From an optimization exercise on the open Yosys and OpenROAD flow, aimed at small area, a short achievable clock period and few clock cycles; shortcuts taken in it are not production practice. RTL that was checked went through simulation tests only; none was proved equivalent to the original. Power figures rest on the tool's default switching activity, not on a simulated workload.

## top_k_candidate_list_unit
module top_k_candidate_list_unit
(
    input  logic                 aclk,
    input  logic                 aresetn,
    input  logic                 s_tvalid,
    output logic                 s_tready,
    input  logic [S_TDATA_W-1:0] s_tdata,    
    input  logic [S_TUSER_W-1:0] s_tuser,    
    output logic                 m_tvalid,
    input  logic                 m_tready,
    output logic [M_TDATA_W-1:0] m_tdata,    
    output logic [M_TUSER_W-1:0] m_tuser,    
    output logic                 m_tlast
);
    logic                  push;
    logic                  pop;
    logic [RANK_W-1:0]     idx;
    logic [LIST_DEPTH-1:0] sel_id;
    logic [LIST_DEPTH-1:0] sel_score;
    tkcl_pkg::status_t     verdict;
    logic [LIST_DEPTH-1:0] first_sel;
    logic [LIST_DEPTH-1:0] next_sel;
    logic [CNT_W-1:0]      held_count;
    logic [ID_W-1:0]       rd_id;
    logic [SCORE_W-1:0]    rd_score;
    tkcl_ctrl u_ctrl (
        .aclk       (aclk),
        .aresetn    (aresetn),
        .s_tvalid   (s_tvalid),
        .s_tready   (s_tready),
        .m_tvalid   (m_tvalid),
        .m_tready   (m_tready),
        .m_tuser    (m_tuser),
        .m_tlast    (m_tlast),
        .push       (push),
        .pop        (pop),
        .idx        (idx),
        .sel_id     (sel_id),
        .sel_score  (sel_score),
        .verdict    (verdict),
        .first_sel  (first_sel),
        .next_sel   (next_sel),
        .held_count (held_count)
    );
    tkcl_datapath u_datapath (
        .aclk       (aclk),
        .aresetn    (aresetn),
        .s_tdata    (s_tdata),
        .s_tuser    (s_tuser),
        .push       (push),
        .pop        (pop),
        .idx        (idx),
        .sel_id     (sel_id),
        .sel_score  (sel_score),
        .verdict    (verdict),
        .first_sel  (first_sel),
        .next_sel   (next_sel),
        .held_count (held_count),
        .rd_id      (rd_id),
        .rd_score   (rd_score)
  ...
For scale: roughly 1400 cells after synthesis, about 84 I/O pins, ~0.018 mm2 of cells after synthesis.
==> flow/config.mk <==
export PLATFORM = sky130hd
export DESIGN_NAME = top_k_candidate_list_unit
export DESIGN_NICKNAME = top_k_candidate_list_unit
export VERILOG_FILES = /design/flow/design.v
export SDC_FILE = /design/flow/constraint.sdc
export NUM_CORES = 4
export LEC_CHECK = 0
export CAP_MARGIN = 20
export CORE_MARGIN = 2
export CORE_UTILIZATION = 40
export CTS_CLUSTER_DIAMETER = 100
export CTS_CLUSTER_SIZE = 18
export SETUP_SLACK_MARGIN = 3.8
export SLEW_MARGIN = 20
==> flow/constraint.sdc <==
create_clock -name core_clock -period 7.0 [get_ports {aclk}]
set_input_delay 1.4000 -clock core_clock [delete_from_list [all_inputs] [get_ports {aclk}]]
set_output_delay 1.4000 -clock core_clock [all_outputs]
set_load 0.01 [all_outputs]
standard.sh (not shown) runs the stock make flow with config.mk's settings and CLKGATE_MAP_FILE= SYNTH_SCRIPT=/design/flow/synth_recipe.tcl, a recipe that flattens the netlist after the stock synthesis.
==> flow/flow/run.sh <==
#!/bin/bash
# The standard layout, with plain buffers (buf_1) on the ports in place of the
# delay buffers buffer_ports picks by default; timing repair resizes them where
# needed. Each tool's output goes to a log of its own under orfs/logs, and
# the make output to standard.log.
set -euo pipefail
export BUFFER_PORTS_ARGS="-buffer_cell sky130_fd_sc_hd__buf_1"
bash standard.sh > standard.log 2>&1
Rerun with:
--- a/flow/design.v
+++ b/flow/design.v
@@ -64,23 +64,24 @@
 );
     logic                  req_valid;
     logic                  valid_reg;
     logic                  last_reg;
     tkcl_pkg::status_t     status_reg;
     logic [RANK_W-1:0]     idx_reg;
     logic [LIST_DEPTH-1:0] sel_reg;         
     logic [LIST_DEPTH-1:0] sel_score_reg;   
+    logic                  free_reg;        
     logic [LIST_DEPTH-1:0] sel_next;
     logic advance;     
     logic head_free;   
     assign advance   = !valid_reg || m_tready;
     assign head_free = advance && (!valid_reg || last_reg);
     assign pop       = req_valid && head_free;
-    assign s_tready  = !req_valid || (head_free && (verdict != STAT_INSERTED));
+    assign s_tready  = free_reg || (m_tready && last_reg);
     assign push      = s_tvalid && s_tready;
     always_ff @(posedge aclk) begin
         if (!aresetn) begin
             req_valid <= 1'b0;
         end else if (push) begin
             req_valid <= 1'b1;
         end else if (pop) begin
             req_valid <= 1'b0;
@@ -89,16 +90,24 @@
     always_ff @(posedge aclk) begin
         if (!aresetn) begin
             valid_reg <= 1'b0;
         end else if (advance) begin
             valid_reg <= (valid_reg && !last_reg) || req_valid;
         end
     end
     always_ff @(posedge aclk) begin
+        if (!aresetn) begin
+            free_reg <= 1'b1;
+        end else begin
+            free_reg <= !(push || (req_valid && !pop)) ||
+                        !(advance ? ((valid_reg && !last_reg) || req_valid) : valid_reg);
+        end
+    end
+    always_ff @(posedge aclk) begin
         if (advance) begin
             if (valid_reg && !last_reg) begin
                 idx_reg  <= idx_reg + RANK_W'(1);
                 last_reg <= (CNT_W'(idx_reg) + CNT_W'(2)) == held_count;
             end else begin
                 idx_reg <= '0;
                 if (verdict == STAT_INSERTED) begin
                     status_reg <= STAT_INSERTED;
@@ -170,42 +179,43 @@
         end
         le16 = ~(gt8[1] | (eq8[1] & gt8[0]));
     endfunction
     logic [ID_W-1:0]       req_id;
     logic [SCORE_W-1:0]    req_score;
     logic                  req_action;
     logic                  req_no_chance;
     logic [LIST_DEPTH-1:0] flag_le;     
-    logic                  flag_dup;    
-    logic [LIST_DEPTH-1:0] in_eq;
+    logic [LIST_DEPTH-1:0] flag_eq;     
     logic [ID_W-1:0]       in_id;
     logic [SCORE_W-1:0]    in_score;
     assign in_id    = s_tdata[ID_W-1:0];
     assign in_score = s_tdata[ID_W +: SCORE_W];
     logic [ID_W-1:0]    slot_id    [LIST_DEPTH];
     logic [SCORE_W-1:0] slot_score [LIST_DEPTH];
     logic [IDX_W-1:0]   slot_rank  [LIST_DEPTH];
     logic [CNT_W-1:0]   count_reg;
     logic [LIST_DEPTH-1:0] held;
+    logic [LIST_DEPTH-1:0] id_match;
     logic [LIST_DEPTH-1:0] score_le;
     logic [LIST_DEPTH-1:0] target;
     logic [LIST_DEPTH-1:0] rank_first;
     logic [LIST_DEPTH-1:0] rank_le;     
     logic [IDX_W-1:0]      ins_rank;
     logic [IDX_W-1:0]      idx_inc;
     logic                  new_first;
     logic                  full;
     logic                  insert;
     logic                  clear;
     assign full    = count_reg[CNT_W-1];
     assign idx_inc = idx + IDX_W'(1);
     always_comb begin
         for (int k = 0; k < LIST_DEPTH; k++) begin
             held[k]       = (CNT_W'(k) < count_reg);
+            id_match[k]   = flag_eq[k];
             score_le[k]   = flag_le[k];
             target[k]     = full ? (slot_rank[k] == IDX_W'(LIST_DEPTH - 1))
                                  : (count_reg == CNT_W'(k));
             rank_first[k] = held[k] && (slot_rank[k] == '0);
             next_sel[k]   = held[k] && (slot_rank[k] == idx_inc);
         end
     end
     always_comb begin
@@ -222,40 +232,40 @@
                          (rank_le[4] & ~rank_le[5]) | (rank_le[6] & ~rank_le[7]);
     assign new_first = !rank_le[0];
     assign first_sel = new_first ? target : rank_first;
     always_comb begin
         if (req_action == ACT_CLEAR) begin
             verdict = STAT_CLEARED;
         end else if (req_no_chance) begin
             verdict = STAT_NO_CHANCE;
-        end else if (flag_dup) begin
+        end else if (|id_match) begin
             verdict = STAT_DUPLICATE;
         end else if (full && (&score_le)) begin
             verdict = STAT_FULL_WORSE;
         end else begin
             verdict = STAT_INSERTED;
         end
     end
     assign clear  = pop && (req_action == ACT_CLEAR);
     assign insert = pop && (verdict == STAT_INSERTED);
-    always_comb begin
-        for (int k = 0; k < LIST_DEPTH; k++) begin
-            in_eq[k] = !clear && held[k] && (slot_id[k] == in_id);
-        end
-    end
     always_ff @(posedge aclk) begin
         if (push) begin
-            flag_dup      <= |in_eq;
             req_id        <= in_id;
             req_score     <= in_score;
             req_action    <= s_tuser[0];
             req_no_chance <= s_tuser[1];
             for (int k = 0; k < LIST_DEPTH; k++) begin
-                flag_le[k] <= !clear && held[k] && le16(slot_score[k], in_score);
+                if (insert && target[k]) begin
+                    flag_le[k] <= !clear && le16(req_score, in_score);
+                    flag_eq[k] <= !clear && (req_id == in_id);
+                end else begin
+                    flag_le[k] <= !clear && held[k] && le16(slot_score[k], in_score);
+                    flag_eq[k] <= !clear && held[k] && (slot_id[k] == in_id);
+                end
             end
         end
     end
     for (genvar k = 0; k < LIST_DEPTH; k++) begin : g_slot
         always_ff @(posedge aclk) begin
             if (insert && target[k]) begin
                 slot_id[k]    <= req_id;
                 slot_score[k] <= req_score;
Outcome: The new run passed the timing, design-rule and antenna checks; total power goes up by 3.3%; wire length goes up by 15%; register-to-register slack loses 0.24 ns; sequential power goes up by about 2%; utilization goes down by 1.0 points; non-clock buffer count goes down by 24; design area goes up by 5.0%; via count goes up by 11%; worst hold slack gains 0.024 ns; clock skew barely changes; synthesized area goes up by 6.7%.
Testbench counts after the change, summed over its fixed seeds: cycles 13,741.
Function not checked in the first run of this note: the RTL went through the layout flow alone.

========
old:
top_k_candidate_list_unit, a different RTL version from the one above (not shown whole).
Size: about 1400 cells after synthesis, roughly 350 flip-flops, ~84 I/O pins.
==> flow/config.mk <==
export PLATFORM = sky130hd
export DESIGN_NAME = top_k_candidate_list_unit
export DESIGN_NICKNAME = top_k_candidate_list_unit
export VERILOG_FILES = /design/flow/design.v
export SDC_FILE = /design/flow/constraint.sdc
export NUM_CORES = 4
export LEC_CHECK = 0
export CAP_MARGIN = 20
export CORE_MARGIN = 2
export CORE_UTILIZATION = 40
export CTS_CLUSTER_DIAMETER = 100
export CTS_CLUSTER_SIZE = 18
export SETUP_SLACK_MARGIN = 3.8
export SLEW_MARGIN = 20
==> flow/constraint.sdc <==
create_clock -name core_clock -period 7.0 [get_ports {aclk}]
set_input_delay 1.4000 -clock core_clock [delete_from_list [all_inputs] [get_ports {aclk}]]
set_output_delay 1.4000 -clock core_clock [all_outputs]
set_load 0.01 [all_outputs]
Scripts as last shown in full above: flow/flow/run.sh
#### Input delta (new over old)
--- a/flow/design.v
+++ b/flow/design.v
@@ -65,27 +65,22 @@
     logic                  req_valid;
     logic                  valid_reg;
     logic                  last_reg;
     tkcl_pkg::status_t     status_reg;
     logic [RANK_W-1:0]     idx_reg;
     logic [LIST_DEPTH-1:0] sel_reg;         
     logic [LIST_DEPTH-1:0] sel_score_reg;   
+    logic                  free_reg;        
     logic [LIST_DEPTH-1:0] sel_next;
     logic advance;     
     logic head_free;   
-    logic head_ins;    
-    logic take_base;   
-    logic take_last;   
     assign advance   = !valid_reg || m_tready;
     assign head_free = advance && (!valid_reg || last_reg);
     assign pop       = req_valid && head_free;
-    assign head_ins  = (verdict == STAT_INSERTED);
-    assign take_base = !req_valid || (!valid_reg && !head_ins);
-    assign take_last = last_reg && !head_ins;
-    assign s_tready  = take_base || (m_tready && take_last);
+    assign s_tready  = free_reg || (m_tready && last_reg);
     assign push      = s_tvalid && s_tready;
     always_ff @(posedge aclk) begin
         if (!aresetn) begin
             req_valid <= 1'b0;
         end else if (push) begin
             req_valid <= 1'b1;
         end else if (pop) begin
@@ -96,14 +91,22 @@
         if (!aresetn) begin
             valid_reg <= 1'b0;
         end else if (advance) begin
             valid_reg <= (valid_reg && !last_reg) || req_valid;
         end
     end
     always_ff @(posedge aclk) begin
+        if (!aresetn) begin
+            free_reg <= 1'b1;
+        end else begin
+            free_reg <= !(push || (req_valid && !pop)) ||
+                        !(advance ? ((valid_reg && !last_reg) || req_valid) : valid_reg);
+        end
+    end
+    always_ff @(posedge aclk) begin
         if (advance) begin
             if (valid_reg && !last_reg) begin
                 idx_reg  <= idx_reg + RANK_W'(1);
                 last_reg <= (CNT_W'(idx_reg) + CNT_W'(2)) == held_count;
             end else begin
                 idx_reg <= '0;
                 if (verdict == STAT_INSERTED) begin
@@ -241,26 +244,34 @@
             verdict = STAT_INSERTED;
         end
     end
     assign clear  = pop && (req_action == ACT_CLEAR);
     assign insert = pop && (verdict == STAT_INSERTED);
     always_comb begin
         for (int k = 0; k < LIST_DEPTH; k++) begin
-            in_eq[k] = !clear && held[k] && (slot_id[k] == in_id);
+            if (insert && target[k]) begin
+                in_eq[k] = !clear && (req_id == in_id);
+            end else begin
+                in_eq[k] = !clear && held[k] && (slot_id[k] == in_id);
+            end
         end
     end
     always_ff @(posedge aclk) begin
         if (push) begin
             flag_dup      <= |in_eq;
             req_id        <= in_id;
             req_score     <= in_score;
             req_action    <= s_tuser[0];
             req_no_chance <= s_tuser[1];
             for (int k = 0; k < LIST_DEPTH; k++) begin
-                flag_le[k] <= !clear && held[k] && le16(slot_score[k], in_score);
+                if (insert && target[k]) begin
+                    flag_le[k] <= !clear && le16(req_score, in_score);
+                end else begin
+                    flag_le[k] <= !clear && held[k] && le16(slot_score[k], in_score);
+                end
             end
         end
     end
     for (genvar k = 0; k < LIST_DEPTH; k++) begin : g_slot
         always_ff @(posedge aclk) begin
             if (insert && target[k]) begin
                 slot_id[k]    <= req_id;
Notes after the runs:
Taking old as the reference, in new reported sequential group power stayed essentially flat, post-synthesis xor/xnor area fraction rose by 0.45 points, worst-skew pair later-pin latency fell by 0.02 ns. old was carried through to the last stage, and its layout satisfied the timing, design-rule and antenna checks. new went all the way through the flow, and no timing, DRC or antenna check failed. Clock power share in new is 0.5 points above old. NOTE: achievable clock frequency in new exceeds that of old. When the final numbers for old and new were put side by side, the tapcell count turned out to be smaller in old. Count of clock-buffer cells in the layout (new vs. old) increases by more than 10%. Total power deteriorates in new relative to old. new vs old, leakage component of the power went up by about 2.4%. The power per cell area reported for new is smaller than that of old by 1.8%. On routability-driven placement congestion ratio: between old and new, it ends up higher for new. Delta(sequential fraction of design power, new - old) < 0.
Testbench counts of new, summed over its fixed seeds: cycles 13,741.
Function not checked in old: the RTL went through the layout flow alone.

==> separate check: timing with driven ports <==
The flow's constraints put no driver on any port. The routed layouts listed below were extracted and timed again, unchanged, in two steps.
Step 1 assumes that a clkbuf_16 drives the clock port and a buf_2 every other input.
Step 2 times the ports against the registers' clock, not the clock port: input delays grow and output delays shrink by t, the midpoint of the rising clock arrivals with the driver on.
a / b / c = ideal ports / drivers / drivers and shift; a / b = the first two.
run	shift t [ns]	setup slack, ns	hold slack, ns	pins driven straight from the clock port
the first run of note 1	0.617	3.542 / 3.518 / 3.256	0.608 / 0.608 / 0.608	1
the second run of note 1	0.621	3.780 / 3.715 / 3.259	0.632 / 0.632 / 0.632	1
old	0.619	3.623 / 3.573 / 3.433	0.583 / 0.583 / 0.583	1
new	0.623	3.818 / 3.787 / 3.273	0.557 / 0.557 / 0.557	1
After both steps every run listed still meets setup and hold. For new, which loses most, drivers alone change the setup slack by -0.031 ns; drivers and shift together by -0.545 ns.
